What follows belongs to an exercise in optimizing a design on an open flow for small area and a short achievable clock period; a production flow would make more cautious choices.
The RTL was checked by simulation tests, not by an equivalence proof against the original design.

==> flow/design.v (outline; a module is shown in full before it is edited, if it fits) <==
// module layer_blend: 1175 lines
// module lb_rows_and_n: 260 lines
// module lb_rows_mux_p: 260 lines
// module lb_rows_mux_n: 260 lines
// module lb_fa: 4 lines
// module lb_ha: 4 lines
// module lb_han: 4 lines
// module lb_mx: 3 lines
// module lb_maj: 3 lines
// module lb_a21oi: 3 lines
// module lb_o21ai: 3 lines
// module lb_nand2: 3 lines
// module lb_nor2: 3 lines
// module lb_inv: 3 lines
// module lb_xor2: 3 lines
// module lb_xnor2: 3 lines
// module lb_nd: 3 lines
module layer_blend #(
    parameter logic [23:0] BG_RGB    = 24'h000000,
    parameter logic        SYNC_IDLE = 1'b1
) (
    input  logic        clk,
    input  logic        rst,
    input  logic [31:0] color_rgba_top,
    input  logic [31:0] color_rgba_mid,
    input  logic [31:0] color_rgba_bot,
    input  logic        bright_in,
    input  logic        hsync_in,
    input  logic        vsync_in,
    output logic [23:0] rgb_out,
    output logic        bright_out,
    output logic        hsync_out,
    output logic        vsync_out
);
  // ...
==> flow/flow/run.sh <==
#!/bin/bash
set -euo pipefail
extra=()
if [[ -f flow/make.args ]]; then
  while IFS= read -r line; do [[ -n "$line" ]] && extra+=("$line"); done < flow/make.args
fi
bash standard.sh SYNTH_CANONICALIZE_TCL="$PWD/flow/leafmap.tcl" "${extra[@]}" finish > make.log 2>&1
==> flow/flow/leafmap.tcl <==
# Replace the design's leaf modules (full adders, inverted mux bits) by their cells.
techmap -map [file dirname [info script]]/leafmap.v
hierarchy -check -top $::env(DESIGN_NAME)
==> flow/flow/leafmap.v <==
// Map the design's leaf modules one-to-one onto sky130hd cells.
module lb_fa (input wire a, input wire b, input wire c, output wire s, output wire co);
    sky130_fd_sc_hd__fa_1 _TECHMAP_REPLACE_ (.A(a), .B(b), .CIN(c), .SUM(s), .COUT(co));
endmodule

module lb_ha (input wire a, input wire b, output wire s, output wire co);
    sky130_fd_sc_hd__ha_1 _TECHMAP_REPLACE_ (.A(a), .B(b), .SUM(s), .COUT(co));
endmodule

module lb_han (input wire a, input wire b, output wire s, output wire co);
    sky130_fd_sc_hd__xnor2_1 x (.A(a), .B(b), .Y(s));
    sky130_fd_sc_hd__or2_1 o (.A(a), .B(b), .X(co));
endmodule

module lb_mx (input wire sn, input wire f, input wire s, input wire b, output wire y);
    sky130_fd_sc_hd__o22ai_1 _TECHMAP_REPLACE_ (.A1(sn), .A2(f), .B1(s), .B2(b), .Y(y));
endmodule

module lb_nd (input wire a, input wire b, output wire y);
    sky130_fd_sc_hd__nand2_1 _TECHMAP_REPLACE_ (.A(a), .B(b), .Y(y));
endmodule

module lb_a21oi (input wire a1, input wire a2, input wire b1, output wire y);
    sky130_fd_sc_hd__a21oi_1 _TECHMAP_REPLACE_ (.A1(a1), .A2(a2), .B1(b1), .Y(y));
endmodule

module lb_o21ai (input wire a1, input wire a2, input wire b1, output wire y);
    sky130_fd_sc_hd__o21ai_0 _TECHMAP_REPLACE_ (.A1(a1), .A2(a2), .B1(b1), .Y(y));
endmodule

module lb_nand2 (input wire a, input wire b, output wire y);
    sky130_fd_sc_hd__nand2_1 _TECHMAP_REPLACE_ (.A(a), .B(b), .Y(y));
endmodule

module lb_nor2 (input wire a, input wire b, output wire y);
    sky130_fd_sc_hd__nor2_1 _TECHMAP_REPLACE_ (.A(a), .B(b), .Y(y));
endmodule

module lb_inv (input wire a, output wire y);
    sky130_fd_sc_hd__inv_1 _TECHMAP_REPLACE_ (.A(a), .Y(y));
endmodule

module lb_xor2 (input wire a, input wire b, output wire y);
    sky130_fd_sc_hd__xor2_1 _TECHMAP_REPLACE_ (.A(a), .B(b), .X(y));
endmodule

module lb_xnor2 (input wire a, input wire b, output wire y);
    sky130_fd_sc_hd__xnor2_1 _TECHMAP_REPLACE_ (.A(a), .B(b), .Y(y));
endmodule

module lb_maj (input wire a, input wire b, input wire c, output wire y);
    sky130_fd_sc_hd__maj3_1 _TECHMAP_REPLACE_ (.A(a), .B(b), .C(c), .X(y));
endmodule
==> flow/flow/make.args <==
BUFFER_PORTS_ARGS=-buffer_cell sky130_fd_sc_hd__buf_1
==> flow/standard.sh <==
#!/bin/bash
# synth_recipe.tcl (not shown) runs the flow's synth.tcl, then flattens the netlist and writes it again
# the make line also repeats each setting of config.mk as NAME=value (left out here)
make -C /OpenROAD-flow-scripts/flow DESIGN_CONFIG=/design/flow/config.mk WORK_HOME=/design/flow/orfs CLKGATE_MAP_FILE= SYNTH_SCRIPT=/design/flow/synth_recipe.tcl "${@:-finish}"
==> flow/config.mk <==
export PLATFORM = sky130hd
export DESIGN_NAME = layer_blend
export DESIGN_NICKNAME = layer_blend
export VERILOG_FILES = /design/flow/design.v
export SDC_FILE = /design/flow/constraint.sdc
export NUM_CORES = 4
export LEC_CHECK = 0
export CAP_MARGIN = 20
export CORE_MARGIN = 2
export CORE_UTILIZATION = 40
export CTS_BUF_LIST = sky130_fd_sc_hd__clkbuf_8
export CTS_CLUSTER_DIAMETER = 60
export CTS_CLUSTER_SIZE = 20
export SETUP_SLACK_MARGIN = 4.0
export SLEW_MARGIN = 20
==> flow/constraint.sdc <==
create_clock -name core_clock -period 8.0 [get_ports {clk}]
set_input_delay 1.6000 -clock core_clock [delete_from_list [all_inputs] [get_ports {clk}]]
set_output_delay 1.6000 -clock core_clock [all_outputs]
set_load 0.01 [all_outputs]
==> out/metrics.cfg, run 1 <==
[run]
maxCapViolations = 0

[sta]
relSlewSlack_pct = 28.9
finClkSkew_ps = 43.8
period_share_pct = 49.5

[logic_synthesis]
yosysWarnings = 1
synth_edf_count = 0
synth_cells = 2056
synth_nets = 2619
synth_top_area_cell = fa_1

[route]
routed_via_density = 5.93
drt-pass1-iter-count = 7
m1WireLength_mm = 25.0

[die]
nWellTaps = 696
row_count = 85
die_y_um = 236
die_w_um = 236

[clocking]
cts_setup_buffers = 26

[critical_path]
endpoint_kind = flop
reg2regPathDepth = 11

[finish]
design.seq.count = 276
seq_share_pct = 22.2
top_regs = top_d1_r x32, top_d2_r x32, mid_rgb_n_r x24
final_cells = 3030

[status]
run_status = no timing/DRC/antenna violations

[placed_design]
post-place-ws_ps = 3550

==> module lb_rows_and_n, before the edit <==
module lb_rows_and_n (
    input wire [7:0] f, input wire [7:0] a,
    output wire [7:0] hx, output wire [7:0] hy, output wire [4:0] k
);
    wire pp0_0;
    lb_nd u_pp0_0 (.a(a[0]), .b(f[0]), .y(pp0_0));
    wire pp0_1;
    lb_nd u_pp0_1 (.a(a[0]), .b(f[1]), .y(pp0_1));
    wire pp0_2;
    lb_nd u_pp0_2 (.a(a[0]), .b(f[2]), .y(pp0_2));
    wire pp0_3;
    lb_nd u_pp0_3 (.a(a[0]), .b(f[3]), .y(pp0_3));
    wire pp0_4;
    lb_nd u_pp0_4 (.a(a[0]), .b(f[4]), .y(pp0_4));
    wire pp0_5;
    lb_nd u_pp0_5 (.a(a[0]), .b(f[5]), .y(pp0_5));
    wire pp0_6;
    lb_nd u_pp0_6 (.a(a[0]), .b(f[6]), .y(pp0_6));
    wire pp0_7;
    lb_nd u_pp0_7 (.a(a[0]), .b(f[7]), .y(pp0_7));
    wire pp1_0;
    lb_nd u_pp1_0 (.a(a[1]), .b(f[0]), .y(pp1_0));
    wire pp1_1;
    lb_nd u_pp1_1 (.a(a[1]), .b(f[1]), .y(pp1_1));
    wire pp1_2;
    lb_nd u_pp1_2 (.a(a[1]), .b(f[2]), .y(pp1_2));
    wire pp1_3;
    lb_nd u_pp1_3 (.a(a[1]), .b(f[3]), .y(pp1_3));
    wire pp1_4;
    lb_nd u_pp1_4 (.a(a[1]), .b(f[4]), .y(pp1_4));
    wire pp1_5;
    lb_nd u_pp1_5 (.a(a[1]), .b(f[5]), .y(pp1_5));
    wire pp1_6;
    lb_nd u_pp1_6 (.a(a[1]), .b(f[6]), .y(pp1_6));
    wire pp1_7;
    lb_nd u_pp1_7 (.a(a[1]), .b(f[7]), .y(pp1_7));
    wire pp2_0;
    lb_nd u_pp2_0 (.a(a[2]), .b(f[0]), .y(pp2_0));
    wire pp2_1;
    lb_nd u_pp2_1 (.a(a[2]), .b(f[1]), .y(pp2_1));
    wire pp2_2;
    lb_nd u_pp2_2 (.a(a[2]), .b(f[2]), .y(pp2_2));
    wire pp2_3;
    lb_nd u_pp2_3 (.a(a[2]), .b(f[3]), .y(pp2_3));
    wire pp2_4;
    lb_nd u_pp2_4 (.a(a[2]), .b(f[4]), .y(pp2_4));
    wire pp2_5;
    lb_nd u_pp2_5 (.a(a[2]), .b(f[5]), .y(pp2_5));
    wire pp2_6;
    lb_nd u_pp2_6 (.a(a[2]), .b(f[6]), .y(pp2_6));
    wire pp2_7;
    lb_nd u_pp2_7 (.a(a[2]), .b(f[7]), .y(pp2_7));
    wire pp3_0;
    lb_nd u_pp3_0 (.a(a[3]), .b(f[0]), .y(pp3_0));
    wire pp3_1;
    lb_nd u_pp3_1 (.a(a[3]), .b(f[1]), .y(pp3_1));
    wire pp3_2;
    lb_nd u_pp3_2 (.a(a[3]), .b(f[2]), .y(pp3_2));
    wire pp3_3;
    lb_nd u_pp3_3 (.a(a[3]), .b(f[3]), .y(pp3_3));
    wire pp3_4;
    lb_nd u_pp3_4 (.a(a[3]), .b(f[4]), .y(pp3_4));
    wire pp3_5;
    lb_nd u_pp3_5 (.a(a[3]), .b(f[5]), .y(pp3_5));
    wire pp3_6;
    lb_nd u_pp3_6 (.a(a[3]), .b(f[6]), .y(pp3_6));
    wire pp3_7;
    lb_nd u_pp3_7 (.a(a[3]), .b(f[7]), .y(pp3_7));
    wire pp4_0;
    lb_nd u_pp4_0 (.a(a[4]), .b(f[0]), .y(pp4_0));
    wire pp4_1;
    lb_nd u_pp4_1 (.a(a[4]), .b(f[1]), .y(pp4_1));
    wire pp4_2;
    lb_nd u_pp4_2 (.a(a[4]), .b(f[2]), .y(pp4_2));
    wire pp4_3;
    lb_nd u_pp4_3 (.a(a[4]), .b(f[3]), .y(pp4_3));
    wire pp4_4;
    lb_nd u_pp4_4 (.a(a[4]), .b(f[4]), .y(pp4_4));
    wire pp4_5;
    lb_nd u_pp4_5 (.a(a[4]), .b(f[5]), .y(pp4_5));
    wire pp4_6;
    lb_nd u_pp4_6 (.a(a[4]), .b(f[6]), .y(pp4_6));
    wire pp4_7;
    lb_nd u_pp4_7 (.a(a[4]), .b(f[7]), .y(pp4_7));
    wire pp5_0;
    lb_nd u_pp5_0 (.a(a[5]), .b(f[0]), .y(pp5_0));
    wire pp5_1;
    lb_nd u_pp5_1 (.a(a[5]), .b(f[1]), .y(pp5_1));
    wire pp5_2;
    lb_nd u_pp5_2 (.a(a[5]), .b(f[2]), .y(pp5_2));
    wire pp5_3;
    lb_nd u_pp5_3 (.a(a[5]), .b(f[3]), .y(pp5_3));
    wire pp5_4;
    lb_nd u_pp5_4 (.a(a[5]), .b(f[4]), .y(pp5_4));
    wire pp5_5;
    lb_nd u_pp5_5 (.a(a[5]), .b(f[5]), .y(pp5_5));
    wire pp5_6;
    lb_nd u_pp5_6 (.a(a[5]), .b(f[6]), .y(pp5_6));
    wire pp5_7;
    lb_nd u_pp5_7 (.a(a[5]), .b(f[7]), .y(pp5_7));
    wire pp6_0;
    lb_nd u_pp6_0 (.a(a[6]), .b(f[0]), .y(pp6_0));
    wire pp6_1;
    lb_nd u_pp6_1 (.a(a[6]), .b(f[1]), .y(pp6_1));
    wire pp6_2;
    lb_nd u_pp6_2 (.a(a[6]), .b(f[2]), .y(pp6_2));
    wire pp6_3;
    lb_nd u_pp6_3 (.a(a[6]), .b(f[3]), .y(pp6_3));
    wire pp6_4;
    lb_nd u_pp6_4 (.a(a[6]), .b(f[4]), .y(pp6_4));
    wire pp6_5;
    lb_nd u_pp6_5 (.a(a[6]), .b(f[5]), .y(pp6_5));
    wire pp6_6;
    lb_nd u_pp6_6 (.a(a[6]), .b(f[6]), .y(pp6_6));
    wire pp6_7;
    lb_nd u_pp6_7 (.a(a[6]), .b(f[7]), .y(pp6_7));
    wire pp7_0;
    lb_nd u_pp7_0 (.a(a[7]), .b(f[0]), .y(pp7_0));
    wire pp7_1;
    lb_nd u_pp7_1 (.a(a[7]), .b(f[1]), .y(pp7_1));
    wire pp7_2;
    lb_nd u_pp7_2 (.a(a[7]), .b(f[2]), .y(pp7_2));
    wire pp7_3;
    lb_nd u_pp7_3 (.a(a[7]), .b(f[3]), .y(pp7_3));
    wire pp7_4;
    lb_nd u_pp7_4 (.a(a[7]), .b(f[4]), .y(pp7_4));
    wire pp7_5;
    lb_nd u_pp7_5 (.a(a[7]), .b(f[5]), .y(pp7_5));
    wire pp7_6;
    lb_nd u_pp7_6 (.a(a[7]), .b(f[6]), .y(pp7_6));
    wire pp7_7;
    lb_nd u_pp7_7 (.a(a[7]), .b(f[7]), .y(pp7_7));
    wire pp8_0;
    lb_nd u_pp8_0 (.a(a[7]), .b(f[0]), .y(pp8_0));
    wire pp8_1;
    lb_nd u_pp8_1 (.a(a[7]), .b(f[1]), .y(pp8_1));
    wire pp8_2;
    lb_nd u_pp8_2 (.a(a[7]), .b(f[2]), .y(pp8_2));
    wire pp8_3;
    lb_nd u_pp8_3 (.a(a[7]), .b(f[3]), .y(pp8_3));
    wire pp8_4;
    lb_nd u_pp8_4 (.a(a[7]), .b(f[4]), .y(pp8_4));
    wire pp8_5;
    lb_nd u_pp8_5 (.a(a[7]), .b(f[5]), .y(pp8_5));
    wire pp8_6;
    lb_nd u_pp8_6 (.a(a[7]), .b(f[6]), .y(pp8_6));
    wire pp8_7;
    lb_nd u_pp8_7 (.a(a[7]), .b(f[7]), .y(pp8_7));
    wire w1, w2;
    lb_han u_w1 (.a(pp0_5), .b(pp1_4), .s(w1), .co(w2));
    wire w3, w4;
    lb_fa u_w3 (.a(pp0_6), .b(pp1_5), .c(pp2_4), .s(w3), .co(w4));
    wire w5, w6;
    lb_han u_w5 (.a(pp3_3), .b(pp4_2), .s(w5), .co(w6));
    wire w7, w8;
    lb_fa u_w7 (.a(pp0_7), .b(pp1_6), .c(pp2_5), .s(w7), .co(w8));
    wire w9, w10;
    lb_fa u_w9 (.a(pp3_4), .b(pp4_3), .c(pp5_2), .s(w9), .co(w10));
    wire w11, w12;
    lb_han u_w11 (.a(pp6_1), .b(pp7_0), .s(w11), .co(w12));
    wire w13, w14;
    lb_fa u_w13 (.a(pp1_7), .b(pp2_6), .c(pp3_5), .s(w13), .co(w14));
    wire w15, w16;
    lb_fa u_w15 (.a(pp4_4), .b(pp5_3), .c(pp6_2), .s(w15), .co(w16));
    wire w17, w18;
    lb_fa u_w17 (.a(pp2_7), .b(pp3_6), .c(pp4_5), .s(w17), .co(w18));
    wire w19, w20;
    lb_han u_w19 (.a(pp0_3), .b(pp1_2), .s(w19), .co(w20));
    wire w21, w22;
    lb_fa u_w21 (.a(pp0_4), .b(pp1_3), .c(pp2_2), .s(w21), .co(w22));
    wire w23, w24;
    lb_han u_w23 (.a(pp3_1), .b(pp4_0), .s(w23), .co(w24));
    wire w25, w26;
    lb_fa u_w25 (.a(pp2_3), .b(pp3_2), .c(pp4_1), .s(w25), .co(w26));
    wire w27, w28;
    lb_fa u_w27 (.a(pp5_0), .b(pp8_5), .c(w1), .s(w27), .co(w28));
    wire w29, w30;
    lb_fa u_w29 (.a(pp5_1), .b(pp6_0), .c(pp8_6), .s(w29), .co(w30));
    wire w31, w32;
    lb_fa u_w31 (.a(w2), .b(w5), .c(w3), .s(w31), .co(w32));
    wire w33, w34;
    lb_fa u_w33 (.a(pp8_7), .b(w6), .c(w11), .s(w33), .co(w34));
    wire w35, w36;
    lb_fa u_w35 (.a(w4), .b(w7), .c(w9), .s(w35), .co(w36));
    wire w37, w38;
    lb_fa u_w37 (.a(pp7_1), .b(w12), .c(w8), .s(w37), .co(w38));
    wire w39, w40;
    lb_fa u_w39 (.a(w10), .b(w13), .c(w15), .s(w39), .co(w40));
    wire w41, w42;
    lb_fa u_w41 (.a(pp5_4), .b(pp6_3), .c(pp7_2), .s(w41), .co(w42));
    wire w43, w44;
    lb_fa u_w43 (.a(w14), .b(w16), .c(w17), .s(w43), .co(w44));
    wire w45, w46;
    lb_fa u_w45 (.a(pp3_7), .b(pp4_6), .c(pp5_5), .s(w45), .co(w46));
    wire w47, w48;
    lb_fa u_w47 (.a(pp6_4), .b(pp7_3), .c(w18), .s(w47), .co(w48));
    wire w49, w50;
    lb_fa u_w49 (.a(pp4_7), .b(pp5_6), .c(pp6_5), .s(w49), .co(w50));
    wire w51, w52;
    lb_han u_w51 (.a(pp0_2), .b(pp1_1), .s(w51), .co(w52));
    wire w53, w54;
    lb_fa u_w53 (.a(pp2_1), .b(pp3_0), .c(pp8_3), .s(w53), .co(w54));
    wire w55, w56;
    lb_fa u_w55 (.a(pp8_4), .b(w20), .c(w23), .s(w55), .co(w56));
    wire w57, w58;
    lb_fa u_w57 (.a(w24), .b(w22), .c(w25), .s(w57), .co(w58));
    wire w59, w60;
    lb_fa u_w59 (.a(w26), .b(w29), .c(w28), .s(w59), .co(w60));
    wire w61, w62;
    lb_fa u_w61 (.a(w30), .b(w33), .c(w32), .s(w61), .co(w62));
    wire w63, w64;
    lb_fa u_w63 (.a(w34), .b(w36), .c(w37), .s(w63), .co(w64));
    wire w65, w66;
    lb_fa u_w65 (.a(w41), .b(w38), .c(w40), .s(w65), .co(w66));
    wire w67, w68;
    lb_fa u_w67 (.a(w42), .b(w45), .c(w44), .s(w67), .co(w68));
    wire w69, w70;
    lb_fa u_w69 (.a(pp7_4), .b(w46), .c(w49), .s(w69), .co(w70));
    wire w71, w72;
    lb_fa u_w71 (.a(pp5_7), .b(pp6_6), .c(pp7_5), .s(w71), .co(w72));
    wire w73, w74;
    lb_han u_w73 (.a(pp0_1), .b(pp1_0), .s(w73), .co(w74));
    wire w75, w76;
    lb_fa u_w75 (.a(pp2_0), .b(pp8_2), .c(w51), .s(w75), .co(w76));
    wire w77, w78;
    lb_fa u_w77 (.a(w52), .b(w19), .c(w53), .s(w77), .co(w78));
    wire w79, w80;
    lb_fa u_w79 (.a(w54), .b(w21), .c(w55), .s(w79), .co(w80));
    wire w81, w82;
    lb_fa u_w81 (.a(w56), .b(w27), .c(w57), .s(w81), .co(w82));
    wire w83, w84;
    lb_fa u_w83 (.a(w58), .b(w31), .c(w59), .s(w83), .co(w84));
    wire w85, w86;
    lb_fa u_w85 (.a(w35), .b(w60), .c(w61), .s(w85), .co(w86));
    wire w87, w88;
    lb_fa u_w87 (.a(w39), .b(w62), .c(w63), .s(w87), .co(w88));
    wire w89, w90;
    lb_fa u_w89 (.a(w43), .b(w64), .c(w65), .s(w89), .co(w90));
    wire w91, w92;
    lb_fa u_w91 (.a(w47), .b(w66), .c(w67), .s(w91), .co(w92));
    wire w93, w94;
    lb_fa u_w93 (.a(w48), .b(w69), .c(w68), .s(w93), .co(w94));
    wire w95, w96;
    lb_fa u_w95 (.a(w50), .b(w71), .c(w70), .s(w95), .co(w96));
    wire w97, w98;
    lb_fa u_w97 (.a(pp6_7), .b(pp7_6), .c(w72), .s(w97), .co(w98));
    wire [8:0] cy;
    assign cy[0] = 1'b0;
    assign cy[1] = (~pp0_0 & ~pp8_0) | ((~pp0_0 | ~pp8_0) & cy[0]);
    assign cy[2] = (~w73 & ~pp8_1) | ((~w73 | ~pp8_1) & cy[1]);
    assign cy[3] = (~w74 & ~w75) | ((~w74 | ~w75) & cy[2]);
    assign cy[4] = (~w76 & ~w77) | ((~w76 | ~w77) & cy[3]);
    assign cy[5] = (~w78 & ~w79) | ((~w78 | ~w79) & cy[4]);
    assign cy[6] = (~w80 & ~w81) | ((~w80 | ~w81) & cy[5]);
    assign cy[7] = (~w82 & ~w83) | ((~w82 | ~w83) & cy[6]);
    assign cy[8] = (~w84 & ~w85) | ((~w84 | ~w85) & cy[7]);
    assign k = {w82, w83, ~cy[6], w84, w85};
    assign hx = {1'b1, w98, w96, w94, w92, w90, w88, w86};
    assign hy = {1'b1, pp7_7, w97, w95, w93, w91, w89, w87};
endmodule
==> module lb_rows_mux_p, before the edit <==
module lb_rows_mux_p (
    input wire [7:0] f, input wire [7:0] b, input wire [7:0] a, input wire [7:0] an,
    output wire [7:0] hx, output wire [7:0] hy, output wire [4:0] k
);
    wire pp0_0;
    lb_mx u_pp0_0 (.sn(an[0]), .f(f[0]), .s(a[0]), .b(b[0]), .y(pp0_0));
    wire pp0_1;
    lb_mx u_pp0_1 (.sn(an[0]), .f(f[1]), .s(a[0]), .b(b[1]), .y(pp0_1));
    wire pp0_2;
    lb_mx u_pp0_2 (.sn(an[0]), .f(f[2]), .s(a[0]), .b(b[2]), .y(pp0_2));
    wire pp0_3;
    lb_mx u_pp0_3 (.sn(an[0]), .f(f[3]), .s(a[0]), .b(b[3]), .y(pp0_3));
    wire pp0_4;
    lb_mx u_pp0_4 (.sn(an[0]), .f(f[4]), .s(a[0]), .b(b[4]), .y(pp0_4));
    wire pp0_5;
    lb_mx u_pp0_5 (.sn(an[0]), .f(f[5]), .s(a[0]), .b(b[5]), .y(pp0_5));
    wire pp0_6;
    lb_mx u_pp0_6 (.sn(an[0]), .f(f[6]), .s(a[0]), .b(b[6]), .y(pp0_6));
    wire pp0_7;
    lb_mx u_pp0_7 (.sn(an[0]), .f(f[7]), .s(a[0]), .b(b[7]), .y(pp0_7));
    wire pp1_0;
    lb_mx u_pp1_0 (.sn(an[1]), .f(f[0]), .s(a[1]), .b(b[0]), .y(pp1_0));
    wire pp1_1;
    lb_mx u_pp1_1 (.sn(an[1]), .f(f[1]), .s(a[1]), .b(b[1]), .y(pp1_1));
    wire pp1_2;
    lb_mx u_pp1_2 (.sn(an[1]), .f(f[2]), .s(a[1]), .b(b[2]), .y(pp1_2));
    wire pp1_3;
    lb_mx u_pp1_3 (.sn(an[1]), .f(f[3]), .s(a[1]), .b(b[3]), .y(pp1_3));
    wire pp1_4;
    lb_mx u_pp1_4 (.sn(an[1]), .f(f[4]), .s(a[1]), .b(b[4]), .y(pp1_4));
    wire pp1_5;
    lb_mx u_pp1_5 (.sn(an[1]), .f(f[5]), .s(a[1]), .b(b[5]), .y(pp1_5));
    wire pp1_6;
    lb_mx u_pp1_6 (.sn(an[1]), .f(f[6]), .s(a[1]), .b(b[6]), .y(pp1_6));
    wire pp1_7;
    lb_mx u_pp1_7 (.sn(an[1]), .f(f[7]), .s(a[1]), .b(b[7]), .y(pp1_7));
    wire pp2_0;
    lb_mx u_pp2_0 (.sn(an[2]), .f(f[0]), .s(a[2]), .b(b[0]), .y(pp2_0));
    wire pp2_1;
    lb_mx u_pp2_1 (.sn(an[2]), .f(f[1]), .s(a[2]), .b(b[1]), .y(pp2_1));
    wire pp2_2;
    lb_mx u_pp2_2 (.sn(an[2]), .f(f[2]), .s(a[2]), .b(b[2]), .y(pp2_2));
    wire pp2_3;
    lb_mx u_pp2_3 (.sn(an[2]), .f(f[3]), .s(a[2]), .b(b[3]), .y(pp2_3));
    wire pp2_4;
    lb_mx u_pp2_4 (.sn(an[2]), .f(f[4]), .s(a[2]), .b(b[4]), .y(pp2_4));
    wire pp2_5;
    lb_mx u_pp2_5 (.sn(an[2]), .f(f[5]), .s(a[2]), .b(b[5]), .y(pp2_5));
    wire pp2_6;
    lb_mx u_pp2_6 (.sn(an[2]), .f(f[6]), .s(a[2]), .b(b[6]), .y(pp2_6));
    wire pp2_7;
    lb_mx u_pp2_7 (.sn(an[2]), .f(f[7]), .s(a[2]), .b(b[7]), .y(pp2_7));
    wire pp3_0;
    lb_mx u_pp3_0 (.sn(an[3]), .f(f[0]), .s(a[3]), .b(b[0]), .y(pp3_0));
    wire pp3_1;
    lb_mx u_pp3_1 (.sn(an[3]), .f(f[1]), .s(a[3]), .b(b[1]), .y(pp3_1));
    wire pp3_2;
    lb_mx u_pp3_2 (.sn(an[3]), .f(f[2]), .s(a[3]), .b(b[2]), .y(pp3_2));
    wire pp3_3;
    lb_mx u_pp3_3 (.sn(an[3]), .f(f[3]), .s(a[3]), .b(b[3]), .y(pp3_3));
    wire pp3_4;
    lb_mx u_pp3_4 (.sn(an[3]), .f(f[4]), .s(a[3]), .b(b[4]), .y(pp3_4));
    wire pp3_5;
    lb_mx u_pp3_5 (.sn(an[3]), .f(f[5]), .s(a[3]), .b(b[5]), .y(pp3_5));
    wire pp3_6;
    lb_mx u_pp3_6 (.sn(an[3]), .f(f[6]), .s(a[3]), .b(b[6]), .y(pp3_6));
    wire pp3_7;
    lb_mx u_pp3_7 (.sn(an[3]), .f(f[7]), .s(a[3]), .b(b[7]), .y(pp3_7));
    wire pp4_0;
    lb_mx u_pp4_0 (.sn(an[4]), .f(f[0]), .s(a[4]), .b(b[0]), .y(pp4_0));
    wire pp4_1;
    lb_mx u_pp4_1 (.sn(an[4]), .f(f[1]), .s(a[4]), .b(b[1]), .y(pp4_1));
    wire pp4_2;
    lb_mx u_pp4_2 (.sn(an[4]), .f(f[2]), .s(a[4]), .b(b[2]), .y(pp4_2));
    wire pp4_3;
    lb_mx u_pp4_3 (.sn(an[4]), .f(f[3]), .s(a[4]), .b(b[3]), .y(pp4_3));
    wire pp4_4;
    lb_mx u_pp4_4 (.sn(an[4]), .f(f[4]), .s(a[4]), .b(b[4]), .y(pp4_4));
    wire pp4_5;
    lb_mx u_pp4_5 (.sn(an[4]), .f(f[5]), .s(a[4]), .b(b[5]), .y(pp4_5));
    wire pp4_6;
    lb_mx u_pp4_6 (.sn(an[4]), .f(f[6]), .s(a[4]), .b(b[6]), .y(pp4_6));
    wire pp4_7;
    lb_mx u_pp4_7 (.sn(an[4]), .f(f[7]), .s(a[4]), .b(b[7]), .y(pp4_7));
    wire pp5_0;
    lb_mx u_pp5_0 (.sn(an[5]), .f(f[0]), .s(a[5]), .b(b[0]), .y(pp5_0));
    wire pp5_1;
    lb_mx u_pp5_1 (.sn(an[5]), .f(f[1]), .s(a[5]), .b(b[1]), .y(pp5_1));
    wire pp5_2;
    lb_mx u_pp5_2 (.sn(an[5]), .f(f[2]), .s(a[5]), .b(b[2]), .y(pp5_2));
    wire pp5_3;
    lb_mx u_pp5_3 (.sn(an[5]), .f(f[3]), .s(a[5]), .b(b[3]), .y(pp5_3));
    wire pp5_4;
    lb_mx u_pp5_4 (.sn(an[5]), .f(f[4]), .s(a[5]), .b(b[4]), .y(pp5_4));
    wire pp5_5;
    lb_mx u_pp5_5 (.sn(an[5]), .f(f[5]), .s(a[5]), .b(b[5]), .y(pp5_5));
    wire pp5_6;
    lb_mx u_pp5_6 (.sn(an[5]), .f(f[6]), .s(a[5]), .b(b[6]), .y(pp5_6));
    wire pp5_7;
    lb_mx u_pp5_7 (.sn(an[5]), .f(f[7]), .s(a[5]), .b(b[7]), .y(pp5_7));
    wire pp6_0;
    lb_mx u_pp6_0 (.sn(an[6]), .f(f[0]), .s(a[6]), .b(b[0]), .y(pp6_0));
    wire pp6_1;
    lb_mx u_pp6_1 (.sn(an[6]), .f(f[1]), .s(a[6]), .b(b[1]), .y(pp6_1));
    wire pp6_2;
    lb_mx u_pp6_2 (.sn(an[6]), .f(f[2]), .s(a[6]), .b(b[2]), .y(pp6_2));
    wire pp6_3;
    lb_mx u_pp6_3 (.sn(an[6]), .f(f[3]), .s(a[6]), .b(b[3]), .y(pp6_3));
    wire pp6_4;
    lb_mx u_pp6_4 (.sn(an[6]), .f(f[4]), .s(a[6]), .b(b[4]), .y(pp6_4));
    wire pp6_5;
    lb_mx u_pp6_5 (.sn(an[6]), .f(f[5]), .s(a[6]), .b(b[5]), .y(pp6_5));
    wire pp6_6;
    lb_mx u_pp6_6 (.sn(an[6]), .f(f[6]), .s(a[6]), .b(b[6]), .y(pp6_6));
    wire pp6_7;
    lb_mx u_pp6_7 (.sn(an[6]), .f(f[7]), .s(a[6]), .b(b[7]), .y(pp6_7));
    wire pp7_0;
    lb_mx u_pp7_0 (.sn(an[7]), .f(f[0]), .s(a[7]), .b(b[0]), .y(pp7_0));
    wire pp7_1;
    lb_mx u_pp7_1 (.sn(an[7]), .f(f[1]), .s(a[7]), .b(b[1]), .y(pp7_1));
    wire pp7_2;
    lb_mx u_pp7_2 (.sn(an[7]), .f(f[2]), .s(a[7]), .b(b[2]), .y(pp7_2));
    wire pp7_3;
    lb_mx u_pp7_3 (.sn(an[7]), .f(f[3]), .s(a[7]), .b(b[3]), .y(pp7_3));
    wire pp7_4;
    lb_mx u_pp7_4 (.sn(an[7]), .f(f[4]), .s(a[7]), .b(b[4]), .y(pp7_4));
    wire pp7_5;
    lb_mx u_pp7_5 (.sn(an[7]), .f(f[5]), .s(a[7]), .b(b[5]), .y(pp7_5));
    wire pp7_6;
    lb_mx u_pp7_6 (.sn(an[7]), .f(f[6]), .s(a[7]), .b(b[6]), .y(pp7_6));
    wire pp7_7;
    lb_mx u_pp7_7 (.sn(an[7]), .f(f[7]), .s(a[7]), .b(b[7]), .y(pp7_7));
    wire pp8_0;
    lb_mx u_pp8_0 (.sn(an[7]), .f(f[0]), .s(a[7]), .b(b[0]), .y(pp8_0));
    wire pp8_1;
    lb_mx u_pp8_1 (.sn(an[7]), .f(f[1]), .s(a[7]), .b(b[1]), .y(pp8_1));
    wire pp8_2;
    lb_mx u_pp8_2 (.sn(an[7]), .f(f[2]), .s(a[7]), .b(b[2]), .y(pp8_2));
    wire pp8_3;
    lb_mx u_pp8_3 (.sn(an[7]), .f(f[3]), .s(a[7]), .b(b[3]), .y(pp8_3));
    wire pp8_4;
    lb_mx u_pp8_4 (.sn(an[7]), .f(f[4]), .s(a[7]), .b(b[4]), .y(pp8_4));
    wire pp8_5;
    lb_mx u_pp8_5 (.sn(an[7]), .f(f[5]), .s(a[7]), .b(b[5]), .y(pp8_5));
    wire pp8_6;
    lb_mx u_pp8_6 (.sn(an[7]), .f(f[6]), .s(a[7]), .b(b[6]), .y(pp8_6));
    wire pp8_7;
    lb_mx u_pp8_7 (.sn(an[7]), .f(f[7]), .s(a[7]), .b(b[7]), .y(pp8_7));
    wire w1, w2;
    lb_ha u_w1 (.a(pp0_5), .b(pp1_4), .s(w1), .co(w2));
    wire w3, w4;
    lb_fa u_w3 (.a(pp0_6), .b(pp1_5), .c(pp2_4), .s(w3), .co(w4));
    wire w5, w6;
    lb_ha u_w5 (.a(pp3_3), .b(pp4_2), .s(w5), .co(w6));
    wire w7, w8;
    lb_fa u_w7 (.a(pp0_7), .b(pp1_6), .c(pp2_5), .s(w7), .co(w8));
    wire w9, w10;
    lb_fa u_w9 (.a(pp3_4), .b(pp4_3), .c(pp5_2), .s(w9), .co(w10));
    wire w11, w12;
    lb_ha u_w11 (.a(pp6_1), .b(pp7_0), .s(w11), .co(w12));
    wire w13, w14;
    lb_fa u_w13 (.a(pp1_7), .b(pp2_6), .c(pp3_5), .s(w13), .co(w14));
    wire w15, w16;
    lb_fa u_w15 (.a(pp4_4), .b(pp5_3), .c(pp6_2), .s(w15), .co(w16));
    wire w17, w18;
    lb_fa u_w17 (.a(pp2_7), .b(pp3_6), .c(pp4_5), .s(w17), .co(w18));
    wire w19, w20;
    lb_ha u_w19 (.a(pp0_3), .b(pp1_2), .s(w19), .co(w20));
    wire w21, w22;
    lb_fa u_w21 (.a(pp0_4), .b(pp1_3), .c(pp2_2), .s(w21), .co(w22));
    wire w23, w24;
    lb_ha u_w23 (.a(pp3_1), .b(pp4_0), .s(w23), .co(w24));
    wire w25, w26;
    lb_fa u_w25 (.a(pp2_3), .b(pp3_2), .c(pp4_1), .s(w25), .co(w26));
    wire w27, w28;
    lb_fa u_w27 (.a(pp5_0), .b(pp8_5), .c(w1), .s(w27), .co(w28));
    wire w29, w30;
    lb_fa u_w29 (.a(pp5_1), .b(pp6_0), .c(pp8_6), .s(w29), .co(w30));
    wire w31, w32;
    lb_fa u_w31 (.a(w2), .b(w5), .c(w3), .s(w31), .co(w32));
    wire w33, w34;
    lb_fa u_w33 (.a(pp8_7), .b(w6), .c(w11), .s(w33), .co(w34));
    wire w35, w36;
    lb_fa u_w35 (.a(w4), .b(w7), .c(w9), .s(w35), .co(w36));
    wire w37, w38;
    lb_fa u_w37 (.a(pp7_1), .b(w12), .c(w8), .s(w37), .co(w38));
    wire w39, w40;
    lb_fa u_w39 (.a(w10), .b(w13), .c(w15), .s(w39), .co(w40));
    wire w41, w42;
    lb_fa u_w41 (.a(pp5_4), .b(pp6_3), .c(pp7_2), .s(w41), .co(w42));
    wire w43, w44;
    lb_fa u_w43 (.a(w14), .b(w16), .c(w17), .s(w43), .co(w44));
    wire w45, w46;
    lb_fa u_w45 (.a(pp3_7), .b(pp4_6), .c(pp5_5), .s(w45), .co(w46));
    wire w47, w48;
    lb_fa u_w47 (.a(pp6_4), .b(pp7_3), .c(w18), .s(w47), .co(w48));
    wire w49, w50;
    lb_fa u_w49 (.a(pp4_7), .b(pp5_6), .c(pp6_5), .s(w49), .co(w50));
    wire w51, w52;
    lb_ha u_w51 (.a(pp0_2), .b(pp1_1), .s(w51), .co(w52));
    wire w53, w54;
    lb_fa u_w53 (.a(pp2_1), .b(pp3_0), .c(pp8_3), .s(w53), .co(w54));
    wire w55, w56;
    lb_fa u_w55 (.a(pp8_4), .b(w20), .c(w23), .s(w55), .co(w56));
    wire w57, w58;
    lb_fa u_w57 (.a(w24), .b(w22), .c(w25), .s(w57), .co(w58));
    wire w59, w60;
    lb_fa u_w59 (.a(w26), .b(w29), .c(w28), .s(w59), .co(w60));
    wire w61, w62;
    lb_fa u_w61 (.a(w30), .b(w33), .c(w32), .s(w61), .co(w62));
    wire w63, w64;
    lb_fa u_w63 (.a(w34), .b(w36), .c(w37), .s(w63), .co(w64));
    wire w65, w66;
    lb_fa u_w65 (.a(w41), .b(w38), .c(w40), .s(w65), .co(w66));
    wire w67, w68;
    lb_fa u_w67 (.a(w42), .b(w45), .c(w44), .s(w67), .co(w68));
    wire w69, w70;
    lb_fa u_w69 (.a(pp7_4), .b(w46), .c(w49), .s(w69), .co(w70));
    wire w71, w72;
    lb_fa u_w71 (.a(pp5_7), .b(pp6_6), .c(pp7_5), .s(w71), .co(w72));
    wire w73, w74;
    lb_ha u_w73 (.a(pp0_1), .b(pp1_0), .s(w73), .co(w74));
    wire w75, w76;
    lb_fa u_w75 (.a(pp2_0), .b(pp8_2), .c(w51), .s(w75), .co(w76));
    wire w77, w78;
    lb_fa u_w77 (.a(w52), .b(w19), .c(w53), .s(w77), .co(w78));
    wire w79, w80;
    lb_fa u_w79 (.a(w54), .b(w21), .c(w55), .s(w79), .co(w80));
    wire w81, w82;
    lb_fa u_w81 (.a(w56), .b(w27), .c(w57), .s(w81), .co(w82));
    wire w83, w84;
    lb_fa u_w83 (.a(w58), .b(w31), .c(w59), .s(w83), .co(w84));
    wire w85, w86;
    lb_fa u_w85 (.a(w35), .b(w60), .c(w61), .s(w85), .co(w86));
    wire w87, w88;
    lb_fa u_w87 (.a(w39), .b(w62), .c(w63), .s(w87), .co(w88));
    wire w89, w90;
    lb_fa u_w89 (.a(w43), .b(w64), .c(w65), .s(w89), .co(w90));
    wire w91, w92;
    lb_fa u_w91 (.a(w47), .b(w66), .c(w67), .s(w91), .co(w92));
    wire w93, w94;
    lb_fa u_w93 (.a(w48), .b(w69), .c(w68), .s(w93), .co(w94));
    wire w95, w96;
    lb_fa u_w95 (.a(w50), .b(w71), .c(w70), .s(w95), .co(w96));
    wire w97, w98;
    lb_fa u_w97 (.a(pp6_7), .b(pp7_6), .c(w72), .s(w97), .co(w98));
    wire [8:0] cy;
    assign cy[0] = 1'b0;
    assign cy[1] = (pp0_0 & pp8_0) | ((pp0_0 | pp8_0) & cy[0]);
    assign cy[2] = (w73 & pp8_1) | ((w73 | pp8_1) & cy[1]);
    assign cy[3] = (w74 & w75) | ((w74 | w75) & cy[2]);
    assign cy[4] = (w76 & w77) | ((w76 | w77) & cy[3]);
    assign cy[5] = (w78 & w79) | ((w78 | w79) & cy[4]);
    assign cy[6] = (w80 & w81) | ((w80 | w81) & cy[5]);
    assign cy[7] = (w82 & w83) | ((w82 | w83) & cy[6]);
    assign cy[8] = (w84 & w85) | ((w84 | w85) & cy[7]);
    assign k = {w82, w83, cy[6], w84, w85};
    assign hx = {1'b0, w98, w96, w94, w92, w90, w88, w86};
    assign hy = {1'b0, pp7_7, w97, w95, w93, w91, w89, w87};
endmodule
==> inputs of run 2 (changes only) <==
--- a/flow/design.v
+++ b/flow/design.v
@@ -386,4 +386,2 @@
     lb_xnor2 u_ad3c0_63 (.a(ad3c0_13), .b(ad3c0_55), .y(ad3c0_63));
-    wire ad3c0_64;
-    lb_inv u_ad3c0_64 (.a(ad3c0_56), .y(ad3c0_64));
     assign rgb_s[0] = ad3c0_57;
@@ -395,3 +393,3 @@
     assign rgb_s[6] = ad3c0_63;
-    assign rgb_s[7] = ad3c0_64;
+    assign rgb_s[7] = ~ad3c0_56;
     wire ad1c1_1, ad1c1_2;
@@ -748,4 +746,2 @@
     lb_xnor2 u_ad3c1_63 (.a(ad3c1_13), .b(ad3c1_55), .y(ad3c1_63));
-    wire ad3c1_64;
-    lb_inv u_ad3c1_64 (.a(ad3c1_56), .y(ad3c1_64));
     assign rgb_s[8] = ad3c1_57;
@@ -757,3 +753,3 @@
     assign rgb_s[14] = ad3c1_63;
-    assign rgb_s[15] = ad3c1_64;
+    assign rgb_s[15] = ~ad3c1_56;
     wire ad1c2_1, ad1c2_2;
@@ -1110,4 +1106,2 @@
     lb_xnor2 u_ad3c2_63 (.a(ad3c2_13), .b(ad3c2_55), .y(ad3c2_63));
-    wire ad3c2_64;
-    lb_inv u_ad3c2_64 (.a(ad3c2_56), .y(ad3c2_64));
     assign rgb_s[16] = ad3c2_57;
@@ -1119,3 +1113,3 @@
     assign rgb_s[22] = ad3c2_63;
-    assign rgb_s[23] = ad3c2_64;
+    assign rgb_s[23] = ~ad3c2_56;
     genvar ch;
@@ -1307,18 +1301,2 @@
     lb_nd u_pp7_7 (.a(a[7]), .b(f[7]), .y(pp7_7));
-    wire pp8_0;
-    lb_nd u_pp8_0 (.a(a[7]), .b(f[0]), .y(pp8_0));
-    wire pp8_1;
-    lb_nd u_pp8_1 (.a(a[7]), .b(f[1]), .y(pp8_1));
-    wire pp8_2;
-    lb_nd u_pp8_2 (.a(a[7]), .b(f[2]), .y(pp8_2));
-    wire pp8_3;
-    lb_nd u_pp8_3 (.a(a[7]), .b(f[3]), .y(pp8_3));
-    wire pp8_4;
-    lb_nd u_pp8_4 (.a(a[7]), .b(f[4]), .y(pp8_4));
-    wire pp8_5;
-    lb_nd u_pp8_5 (.a(a[7]), .b(f[5]), .y(pp8_5));
-    wire pp8_6;
-    lb_nd u_pp8_6 (.a(a[7]), .b(f[6]), .y(pp8_6));
-    wire pp8_7;
-    lb_nd u_pp8_7 (.a(a[7]), .b(f[7]), .y(pp8_7));
     wire w1, w2;
@@ -1350,5 +1328,5 @@
     wire w27, w28;
-    lb_fa u_w27 (.a(pp5_0), .b(pp8_5), .c(w1), .s(w27), .co(w28));
+    lb_fa u_w27 (.a(pp5_0), .b(pp7_5), .c(w1), .s(w27), .co(w28));
     wire w29, w30;
-    lb_fa u_w29 (.a(pp5_1), .b(pp6_0), .c(pp8_6), .s(w29), .co(w30));
+    lb_fa u_w29 (.a(pp5_1), .b(pp6_0), .c(pp7_6), .s(w29), .co(w30));
     wire w31, w32;
@@ -1356,3 +1334,3 @@
     wire w33, w34;
-    lb_fa u_w33 (.a(pp8_7), .b(w6), .c(w11), .s(w33), .co(w34));
+    lb_fa u_w33 (.a(pp7_7), .b(w6), .c(w11), .s(w33), .co(w34));
     wire w35, w36;
@@ -1376,5 +1354,5 @@
     wire w53, w54;
-    lb_fa u_w53 (.a(pp2_1), .b(pp3_0), .c(pp8_3), .s(w53), .co(w54));
+    lb_fa u_w53 (.a(pp2_1), .b(pp3_0), .c(pp7_3), .s(w53), .co(w54));
     wire w55, w56;
-    lb_fa u_w55 (.a(pp8_4), .b(w20), .c(w23), .s(w55), .co(w56));
+    lb_fa u_w55 (.a(pp7_4), .b(w20), .c(w23), .s(w55), .co(w56));
     wire w57, w58;
@@ -1398,3 +1376,3 @@
     wire w75, w76;
-    lb_fa u_w75 (.a(pp2_0), .b(pp8_2), .c(w51), .s(w75), .co(w76));
+    lb_fa u_w75 (.a(pp2_0), .b(pp7_2), .c(w51), .s(w75), .co(w76));
     wire w77, w78;
@@ -1423,4 +1401,4 @@
     assign cy[0] = 1'b0;
-    assign cy[1] = (~pp0_0 & ~pp8_0) | ((~pp0_0 | ~pp8_0) & cy[0]);
-    assign cy[2] = (~w73 & ~pp8_1) | ((~w73 | ~pp8_1) & cy[1]);
+    assign cy[1] = (~pp0_0 & ~pp7_0) | ((~pp0_0 | ~pp7_0) & cy[0]);
+    assign cy[2] = (~w73 & ~pp7_1) | ((~w73 | ~pp7_1) & cy[1]);
     assign cy[3] = (~w74 & ~w75) | ((~w74 | ~w75) & cy[2]);
@@ -1567,18 +1545,2 @@
     lb_mx u_pp7_7 (.sn(an[7]), .f(f[7]), .s(a[7]), .b(b[7]), .y(pp7_7));
-    wire pp8_0;
-    lb_mx u_pp8_0 (.sn(an[7]), .f(f[0]), .s(a[7]), .b(b[0]), .y(pp8_0));
-    wire pp8_1;
-    lb_mx u_pp8_1 (.sn(an[7]), .f(f[1]), .s(a[7]), .b(b[1]), .y(pp8_1));
-    wire pp8_2;
-    lb_mx u_pp8_2 (.sn(an[7]), .f(f[2]), .s(a[7]), .b(b[2]), .y(pp8_2));
-    wire pp8_3;
-    lb_mx u_pp8_3 (.sn(an[7]), .f(f[3]), .s(a[7]), .b(b[3]), .y(pp8_3));
-    wire pp8_4;
-    lb_mx u_pp8_4 (.sn(an[7]), .f(f[4]), .s(a[7]), .b(b[4]), .y(pp8_4));
-    wire pp8_5;
-    lb_mx u_pp8_5 (.sn(an[7]), .f(f[5]), .s(a[7]), .b(b[5]), .y(pp8_5));
-    wire pp8_6;
-    lb_mx u_pp8_6 (.sn(an[7]), .f(f[6]), .s(a[7]), .b(b[6]), .y(pp8_6));
-    wire pp8_7;
-    lb_mx u_pp8_7 (.sn(an[7]), .f(f[7]), .s(a[7]), .b(b[7]), .y(pp8_7));
     wire w1, w2;
@@ -1610,5 +1572,5 @@
     wire w27, w28;
-    lb_fa u_w27 (.a(pp5_0), .b(pp8_5), .c(w1), .s(w27), .co(w28));
+    lb_fa u_w27 (.a(pp5_0), .b(pp7_5), .c(w1), .s(w27), .co(w28));
     wire w29, w30;
-    lb_fa u_w29 (.a(pp5_1), .b(pp6_0), .c(pp8_6), .s(w29), .co(w30));
+    lb_fa u_w29 (.a(pp5_1), .b(pp6_0), .c(pp7_6), .s(w29), .co(w30));
     wire w31, w32;
@@ -1616,3 +1578,3 @@
     wire w33, w34;
-    lb_fa u_w33 (.a(pp8_7), .b(w6), .c(w11), .s(w33), .co(w34));
+    lb_fa u_w33 (.a(pp7_7), .b(w6), .c(w11), .s(w33), .co(w34));
     wire w35, w36;
@@ -1636,5 +1598,5 @@
     wire w53, w54;
-    lb_fa u_w53 (.a(pp2_1), .b(pp3_0), .c(pp8_3), .s(w53), .co(w54));
+    lb_fa u_w53 (.a(pp2_1), .b(pp3_0), .c(pp7_3), .s(w53), .co(w54));
     wire w55, w56;
-    lb_fa u_w55 (.a(pp8_4), .b(w20), .c(w23), .s(w55), .co(w56));
+    lb_fa u_w55 (.a(pp7_4), .b(w20), .c(w23), .s(w55), .co(w56));
     wire w57, w58;
@@ -1658,3 +1620,3 @@
     wire w75, w76;
-    lb_fa u_w75 (.a(pp2_0), .b(pp8_2), .c(w51), .s(w75), .co(w76));
+    lb_fa u_w75 (.a(pp2_0), .b(pp7_2), .c(w51), .s(w75), .co(w76));
     wire w77, w78;
@@ -1683,4 +1645,4 @@
     assign cy[0] = 1'b0;
-    assign cy[1] = (pp0_0 & pp8_0) | ((pp0_0 | pp8_0) & cy[0]);
-    assign cy[2] = (w73 & pp8_1) | ((w73 | pp8_1) & cy[1]);
+    assign cy[1] = (pp0_0 & pp7_0) | ((pp0_0 | pp7_0) & cy[0]);
+    assign cy[2] = (w73 & pp7_1) | ((w73 | pp7_1) & cy[1]);
     assign cy[3] = (w74 & w75) | ((w74 | w75) & cy[2]);
@@ -1827,18 +1789,2 @@
     lb_mx u_pp7_7 (.sn(an[7]), .f(f[7]), .s(a[7]), .b(b[7]), .y(pp7_7));
-    wire pp8_0;
-    lb_mx u_pp8_0 (.sn(an[7]), .f(f[0]), .s(a[7]), .b(b[0]), .y(pp8_0));
-    wire pp8_1;
-    lb_mx u_pp8_1 (.sn(an[7]), .f(f[1]), .s(a[7]), .b(b[1]), .y(pp8_1));
-    wire pp8_2;
-    lb_mx u_pp8_2 (.sn(an[7]), .f(f[2]), .s(a[7]), .b(b[2]), .y(pp8_2));
-    wire pp8_3;
-    lb_mx u_pp8_3 (.sn(an[7]), .f(f[3]), .s(a[7]), .b(b[3]), .y(pp8_3));
-    wire pp8_4;
-    lb_mx u_pp8_4 (.sn(an[7]), .f(f[4]), .s(a[7]), .b(b[4]), .y(pp8_4));
-    wire pp8_5;
-    lb_mx u_pp8_5 (.sn(an[7]), .f(f[5]), .s(a[7]), .b(b[5]), .y(pp8_5));
-    wire pp8_6;
-    lb_mx u_pp8_6 (.sn(an[7]), .f(f[6]), .s(a[7]), .b(b[6]), .y(pp8_6));
-    wire pp8_7;
-    lb_mx u_pp8_7 (.sn(an[7]), .f(f[7]), .s(a[7]), .b(b[7]), .y(pp8_7));
     wire w1, w2;
@@ -1870,5 +1816,5 @@
     wire w27, w28;
-    lb_fa u_w27 (.a(pp5_0), .b(pp8_5), .c(w1), .s(w27), .co(w28));
+    lb_fa u_w27 (.a(pp5_0), .b(pp7_5), .c(w1), .s(w27), .co(w28));
     wire w29, w30;
-    lb_fa u_w29 (.a(pp5_1), .b(pp6_0), .c(pp8_6), .s(w29), .co(w30));
+    lb_fa u_w29 (.a(pp5_1), .b(pp6_0), .c(pp7_6), .s(w29), .co(w30));
     wire w31, w32;
@@ -1876,3 +1822,3 @@
     wire w33, w34;
-    lb_fa u_w33 (.a(pp8_7), .b(w6), .c(w11), .s(w33), .co(w34));
+    lb_fa u_w33 (.a(pp7_7), .b(w6), .c(w11), .s(w33), .co(w34));
     wire w35, w36;
@@ -1896,5 +1842,5 @@
     wire w53, w54;
-    lb_fa u_w53 (.a(pp2_1), .b(pp3_0), .c(pp8_3), .s(w53), .co(w54));
+    lb_fa u_w53 (.a(pp2_1), .b(pp3_0), .c(pp7_3), .s(w53), .co(w54));
     wire w55, w56;
-    lb_fa u_w55 (.a(pp8_4), .b(w20), .c(w23), .s(w55), .co(w56));
+    lb_fa u_w55 (.a(pp7_4), .b(w20), .c(w23), .s(w55), .co(w56));
     wire w57, w58;
@@ -1918,3 +1864,3 @@
     wire w75, w76;
-    lb_fa u_w75 (.a(pp2_0), .b(pp8_2), .c(w51), .s(w75), .co(w76));
+    lb_fa u_w75 (.a(pp2_0), .b(pp7_2), .c(w51), .s(w75), .co(w76));
     wire w77, w78;
@@ -1943,4 +1889,4 @@
     assign cy[0] = 1'b0;
-    assign cy[1] = (~pp0_0 & ~pp8_0) | ((~pp0_0 | ~pp8_0) & cy[0]);
-    assign cy[2] = (~w73 & ~pp8_1) | ((~w73 | ~pp8_1) & cy[1]);
+    assign cy[1] = (~pp0_0 & ~pp7_0) | ((~pp0_0 | ~pp7_0) & cy[0]);
+    assign cy[2] = (~w73 & ~pp7_1) | ((~w73 | ~pp7_1) & cy[1]);
     assign cy[3] = (~w74 & ~w75) | ((~w74 | ~w75) & cy[2]);
--- a/flow/config.mk
+++ b/flow/config.mk
@@ -9,3 +9,3 @@
 export CORE_MARGIN = 2
-export CORE_UTILIZATION = 40
+export CORE_UTILIZATION = 60
 export CTS_BUF_LIST = sky130_fd_sc_hd__clkbuf_8
@@ -13,3 +13,3 @@
 export CTS_CLUSTER_SIZE = 20
-export SETUP_SLACK_MARGIN = 4.0
+export SETUP_SLACK_MARGIN = 4.3
 export SLEW_MARGIN = 20
==> out/metrics.cfg, run 2 <==
[finish]
n_fill_cell = 2248
nets = 2857
diodes = 0
mostFrequentLayoutCells = 325 x fa_1, 296 x o22ai_1, 266 x dfxtp_1
syn_to_final_growth_pct = 26.7
final_common_cell = fa_1
drive_gt1_share_pct = 28.2
top_regs = top_d1_r x32, top_d2_r x32, mid_rgb_n_r x24

[logic_synthesis]
yosysWarnings = 1  ; unchanged
seq_area_frac_synth_pct = 26.1
synth_top_area_cell = fa_1
ys_top_cells_by_area = fa_1 36%, dfxtp_1 26%, o22ai_1 11%
syn_area_per_cell_um2 = 10.7
synth_nets = 2544  ; -2.9%
synth-async-reset-ratio_pct = 0
synthesis.area_um2 = 21100
synthTopCellsByCount = 388 x o22ai_1, 378 x fa_1, 276 x dfxtp_1
synth_top_area_share_pct = 35.8
yosysUniqueCellTypes = 28
synth_cells = 1981  ; -3.6%
synth_edf_count = 0  ; unchanged
ys_seq_elements = 276
yosysMostFrequentCell = o22ai_1
synthFlopType = dfxtp_1

[die]
die_y_um = 192  ; -19%
ios = 128
row_count = 68  ; -20%
die-area_um2 = 36700
initial_core_util_pct = 61.0
core_area_um2 = 34600
die_w_um = 192  ; -19%

[clocking]
cts_tree = built
numCtsBuffers = 27
clock_path_buffers = 3
clk_pin_slew_ps = 110
insertion_delay_ps = 630
holdBufCountCts = 0
cts.sink_count = 276
cts_max_level = 1
cts-root-buf = clkbuf_8

[critical_path]
reg2regPathDepth = 8  ; -3
worst_ep_arrival_time_ps = 4390
path_max_fanout = 26
crit_type = flop to flop
regToRegSetupSlack_ps = 4130
worstReg2RegEnd = s2_k_r[12]
worstPathCellList = buf_4, clkinvlp_4, o22ai_1, fa_1, fa_1, a222oi_1, a22oi_1, maj3_2
endpoint_kind = flop
r2r_start = mid_a_r[7]
cp-start-kind = flop
crit_slowest_cell = o22ai_1
path_common_cell = fa_1
critPathMaxStageDelay_ps = 620
required_ps = 8510

[route]
routed_via_density = 6.65  ; +12%
drt-pass1-iter-count = 9  ; +2
finalWirelength_mm = 63.8
drt_first_iter_violations = 2175
num_vias = 18400
drc_errors = 0
ant_nets = 0
detail_route.wl_per_cell_um = 23.1

[placed_design]
post-place-ws_ps = 3740  ; +186 ps
place.gp.congestion = 0.907
dp_hpwl_mm = 42.0
io_buffer_count = 127

[sta]
fin_setup_tns_ps = 0
setup_viol = 0
worst_slew_pin_slew_ps = 1120
setup_slack_ps = 4130
final_max_slew_viol_count = 0
relSlewSlack_pct = 25.6  ; -3.3 points
hold_violations = 0
period_minus_slack_ps = 3870
finClkSkew_ps = 48.5  ; +4.64 ps
rsz0062_at_grt = true
max_freq_mhz = 258
period_share_pct = 48.4  ; -1.1 points

[global_routing]
grt_overflow = 0
grt_max_degree = 26
grt_pass1_wl_mm = 93.6
grtUsageTotal_pct = 32.4
antenna_found_initial = 1
grt_pass1_vias = 18100

[run]
maxCapViolations = 0  ; unchanged

[min_path]
hp-class = flop to flop
hold_end = top_d2_r[7]
holdPathStages = 0
hp-start = top_d1_r[7]

[status]
run_status = no timing/DRC/antenna violations

-- run 2: layout make-up --
| cell class | count | area, um^2 | area share [%] |
|---|---|---|---|
| timing repair buffer | 276 | 1790 | 6.67 |
| timing repair inverter | 10 | 75.1 | 0.280 |
| tap | 455 | 569 | 2.13 |
| clock inverter | 20 | 303 | 1.13 |
| multi-input combinational | 1618 | 17800 | 66.3 |
| sequential | 276 | 5540 | 20.7 |
| clock buffer | 27 | 372 | 1.39 |
| inverter | 85 | 384 | 1.43 |
-- run 2: what timing repair did --
item / in CTS / in global routing
cloned: 0 / 10
gates resized for setup: 279 / 318
endpoints found under the setup margin: 101 / 101
buffers inserted: 76 / 49
pin swaps: 91 / 125
-- run 2: per-layer routing --
layer	wire (um)	vias to the layer above	global-route usage (%)
met5	13	-	0
met4	3920	2	13.3
met3	7050	383	5.92
met2	29800	1384	53.4
met1	23100	8878	42.6
li1	-	7744	-
-- run 2: metrics by stage --
stage               util, %  cell area, um^2  hold WS (ps)  instances
floorplan                 -            21200           310       1981
global placement       64.7            22400           310       2585
detailed placement     64.7            22400           312       2585
CTS                    71.8            24800           334       2708
global route           77.3            26800           340       2767
finish                 77.3            26800           333       2767
-- run 2: kinds of logic after synthesis --
| logic type | count (synthesis) | synth area share [%] |
|---|---|---|
| and+or+nand+nor | 393 | 7.87 |
| DFF | 276 | 26.1 |
| adders and majority gates | 489 | 42.1 |
| AOI/OAI and AO/OA | 631 | 18.0 |
| buffers and inverters | 87 | 1.55 |
| xor gates and xnor gates | 105 | 4.35 |
-- run 2: how the worst max path moves through the flow --
| stage | startpoint | end | slack (ps) | cells past startpoint |
|---|---|---|---|---|
| floorplan | s1_k_n_r[14] | s2_k_r[12] | 4290 | 12 |
| global placement | color_rgba_bot[1] | s1_k_n_r[7] | 3780 | 9 |
| detailed placement | color_rgba_bot[1] | s1_k_n_r[2] | 3740 | 9 |
| CTS | s3_k_n_r[9] | rgb_out[9] | 4120 | 6 |
| global route | s3_hy_n_r[20] | rgb_out[21] | 4020 | 8 |
| finish | mid_a_r[7] | s2_k_r[12] | 4130 | 8 |
-- run 2: critical path: cells and delay by family, from the launching register on --
family	cells	cell delay (ps)
AO/OA/AOI/OAI	3	1070
adder cells (fa/ha/maj)	3	1380
flip-flops	1	340
buffers and inverters	2	980
==> inputs of run 3 (changes only) <==
--- a/flow/config.mk
+++ b/flow/config.mk
@@ -13,3 +13,3 @@
 export CTS_CLUSTER_SIZE = 20
-export SETUP_SLACK_MARGIN = 4.3
+export SETUP_SLACK_MARGIN = 4.15
 export SLEW_MARGIN = 20
==> out/metrics.cfg, run 3 <==
[route]
detail_route.wl_per_cell_um = 21.5  ; -7.0%
drt-pass1-iter-count = 8  ; -1
finalWirelength_mm = 58.2  ; -8.9%
ant_nets = 0  ; unchanged
drt_first_iter_violations = 1616  ; -26%
num_vias = 17500  ; -4.6%
drc_errors = 0  ; unchanged
routed_via_density = 6.47  ; -2.6%

[placed_design]
dp_hpwl_mm = 41.0  ; -2.5%
place.gp.congestion = 0.906  ; about the same
place_inst = 2586  ; +0.039%
post-place-ws_ps = 3660  ; -76.5 ps
io_buffer_count = 127  ; unchanged

[finish]
final_common_cell = fa_1
drive_gt1_share_pct = 19.1  ; -9.1 points
n_fill_cell = 2518  ; +12%
syn_to_final_growth_pct = 18.8
nets = 2798  ; -2.1%
multi_input_area_um2 = 16700  ; -6.1%
diodes = 0  ; unchanged
mostFrequentLayoutCells = 362 x fa_1, 350 x o22ai_1, 271 x nand2_1
top_regs = top_d1_r x32, top_d2_r x32, mid_rgb_n_r x24
seq_area_um2 = 5540  ; about the same
final_cells = 2711  ; -2.0%

[die]
die_w_um = 192  ; unchanged
die_y_um = 192  ; unchanged
core_area_um2 = 34600  ; unchanged
ios = 128  ; unchanged
row_count = 68  ; unchanged
initial_core_util_pct = 61.0  ; unchanged
die-area_um2 = 36700  ; unchanged

[logic_synthesis]
synthFlopType = dfxtp_1
seq_area_frac_synth_pct = 26.1  ; unchanged
syn_area_per_cell_um2 = 10.7  ; unchanged
ys_top_cells_by_area = fa_1 36%, dfxtp_1 26%, o22ai_1 11%
synthTopCellsByCount = 388 x o22ai_1, 378 x fa_1, 276 x dfxtp_1
ys_seq_elements = 276  ; unchanged
synth_edf_count = 0  ; unchanged
synth_top_area_share_pct = 35.8  ; unchanged
synth_cells = 1981  ; unchanged
synth_nets = 2544  ; unchanged
synthesis.area_um2 = 21100  ; unchanged
synth_top_area_cell = fa_1
yosysUniqueCellTypes = 28  ; unchanged
synth-async-reset-ratio_pct = 0  ; unchanged
yosysMostFrequentCell = o22ai_1
yosysWarnings = 1  ; unchanged

[sta]
hold_violations = 0  ; unchanged
finClkSkew_ps = 25.1  ; -23.4 ps
worst_slew_pin_slew_ps = 1110  ; -6.75 ps
setup_viol = 0  ; unchanged
max_freq_mhz = 258  ; about the same
period_share_pct = 48.4  ; about the same
fin_setup_tns_ps = 0  ; unchanged
setup_slack_ps = 4130  ; +1.52 ps
relSlewSlack_pct = 26.0  ; +0.45 points
period_minus_slack_ps = 3870  ; -1.52 ps
rsz0062_at_grt = true
final_max_slew_viol_count = 0  ; unchanged

[critical_path]
critPathMaxStageDelay_ps = 500  ; -120 ps
worst-path-buf-inv = 0  ; -2
crit_type = flop to flop
crit_family = adder cells
worstPathCellList = maj3_1, maj3_2, a21oi_2, xnor2_2, o22ai_1, ha_1, fa_1, fa_1, a222oi_1, a22oi_1, maj3_2
crit_slowest_cell = fa_1
path_max_fanout = 5  ; -81%
required_ps = 8530  ; +20 ps
cp-start-kind = flop
endpoint_kind = flop
regToRegSetupSlack_ps = 4130  ; about the same
worst_ep_arrival_time_ps = 4400  ; about the same

[global_routing]
grt_pass1_vias = 17900  ; -0.90%
grt_pass1_wl_mm = 90.7  ; -3.1%
grt_max_degree = 26  ; unchanged
antenna_found_initial = 0  ; -1
grt_overflow = 0  ; unchanged
grtUsageTotal_pct = 31.1  ; -1.3 points

[min_path]
hp-class = flop to flop

[clocking]
cts_max_level = 1  ; unchanged
cts.sink_count = 276  ; unchanged
holdBufCountCts = 0  ; unchanged
cts-root-buf = clkbuf_8
clock_path_buffers = 3  ; unchanged
cts_tree = built
numCtsBuffers = 27  ; unchanged
clk_pin_slew_ps = 110  ; about the same
insertion_delay_ps = 640  ; about the same

[status]
run_status = no timing/DRC/antenna violations

[run]
maxCapViolations = 0  ; unchanged

-- run 3: cell count changes in the layout (fill, tap and decap cells not counted), moves of 13 or more --
cell        previous run  this run
fa_2                  53        16
buf_4                118        90
ha_4                  33        20
a21oi_1               53        67
ha_1                  31        47
buf_6                 26         6
o22ai_2               79        38
o22ai_1              296       350
fa_1                 325       362
o22ai_4               13         0
clkinvlp_4            21         5
-- run 3: through the flow --
step                hold slack [ps]  utilization [%]  instance area, um^2
floorplan                       310                -                21100
global placement                310             64.6                22400
detailed placement              312             64.6                22400
CTS                             335             69.0                23900
global route                    339             72.5                25100
finish                          331             72.5                25100
-- run 3: path summary, 6_finish.rpt --
path,startpoint,endpoint,cells after the start
worst max-delay path,s1_k_n_r[9],s2_k_r[7],11
worst min-delay path,top_d1_r[0],top_d2_r[0],0
worst max register to register,s1_k_n_r[9],s2_k_r[7],11
worst min register to register,top_d1_r[0],top_d2_r[0],0
-- run 3: worst reg2reg max path, stage by stage (launching register included) --
cell      delay [ps]
dfxtp_1          320
maj3_1           350
maj3_2           440
a21oi_2          220
xnor2_2          160
o22ai_1          100
ha_1             350
fa_1             500
fa_1             460
a222oi_1         400
a22oi_1          130
maj3_2           350
-- run 3: metal layers --
metal	global-route usage [%]	part of all wire [%]	vias up
met5	0	0	-
met4	11.3	3.5	0
met3	5.50	8.9	199
met2	52.1	49	1084
met1	40.9	39	8625
li1	-	-	7641
-- run 3: what timing repair did --
| action | in CTS | in global routing |
|---|---|---|
| endpoints found under the setup margin | 96 | 94 |
| resized for setup | 126 | 234 |
| pin swaps | 32 | 92 |
| cloned | 0 | 3 |
| buffers inserted | 45 | 27 |
-- run 3: area by class of cell --
type                            instances  share of cell area, %
Tap cell                              455                   2.27
Timing Repair inverter                  3                 0.0598
Multi-Input combinational cell       1618                   66.4
Clock inverter                         22                   1.22
Inverter                               85                   1.37
Timing Repair Buffer                  224                   5.06
Clock buffer                           28                   1.54
Sequential cell                       276                   22.1
-- run 3: cell families (layout without fill, tap and decap cells) --
family,after synthesis,after routing,synth area share (%)
buf+inv,87,362,1.55
flops,276,276,26.1
xor+xnor,105,105,4.35
simple gates,393,393,7.87
fa+ha+maj,489,489,42.1
compound gates,631,631,18.0

what the ideal ports hide:
Ports are ideal in the flow. The routed layouts listed here were re-timed in OpenROAD.
Step 1 assumes that a clkbuf_16 drives the clock port and a buf_2 every other input.
Step 2 times the ports against the registers' clock, not the clock port: input delays grow and output delays shrink by t, the midpoint of the rising clock arrivals with the driver on.
Three values: no drivers, after step 1, after step 2; two values: the first two.
run | shift t [ns] | setup WS [ns] | hold WS [ns] | slew at the worst register clock pin (ns) | cell pins on the clock port's net
run 1 | 0.693 | 4.036 / 4.021 / 3.561 | 0.312 / 0.312 / 0.312 | 0.11 / 0.11 | 1
run 2 | 0.659 | 4.126 / 4.113 / 3.785 | 0.333 / 0.333 / 0.333 | 0.12 / 0.12 | 1
run 3 | 0.683 | 4.128 / 4.099 / 3.632 | 0.331 / 0.331 / 0.331 | 0.11 / 0.11 | 1
After both steps setup and hold are still met in every run listed. The setup slack of run 3, which loses most, moves by -0.029 ns with the drivers and by -0.496 ns with both steps.
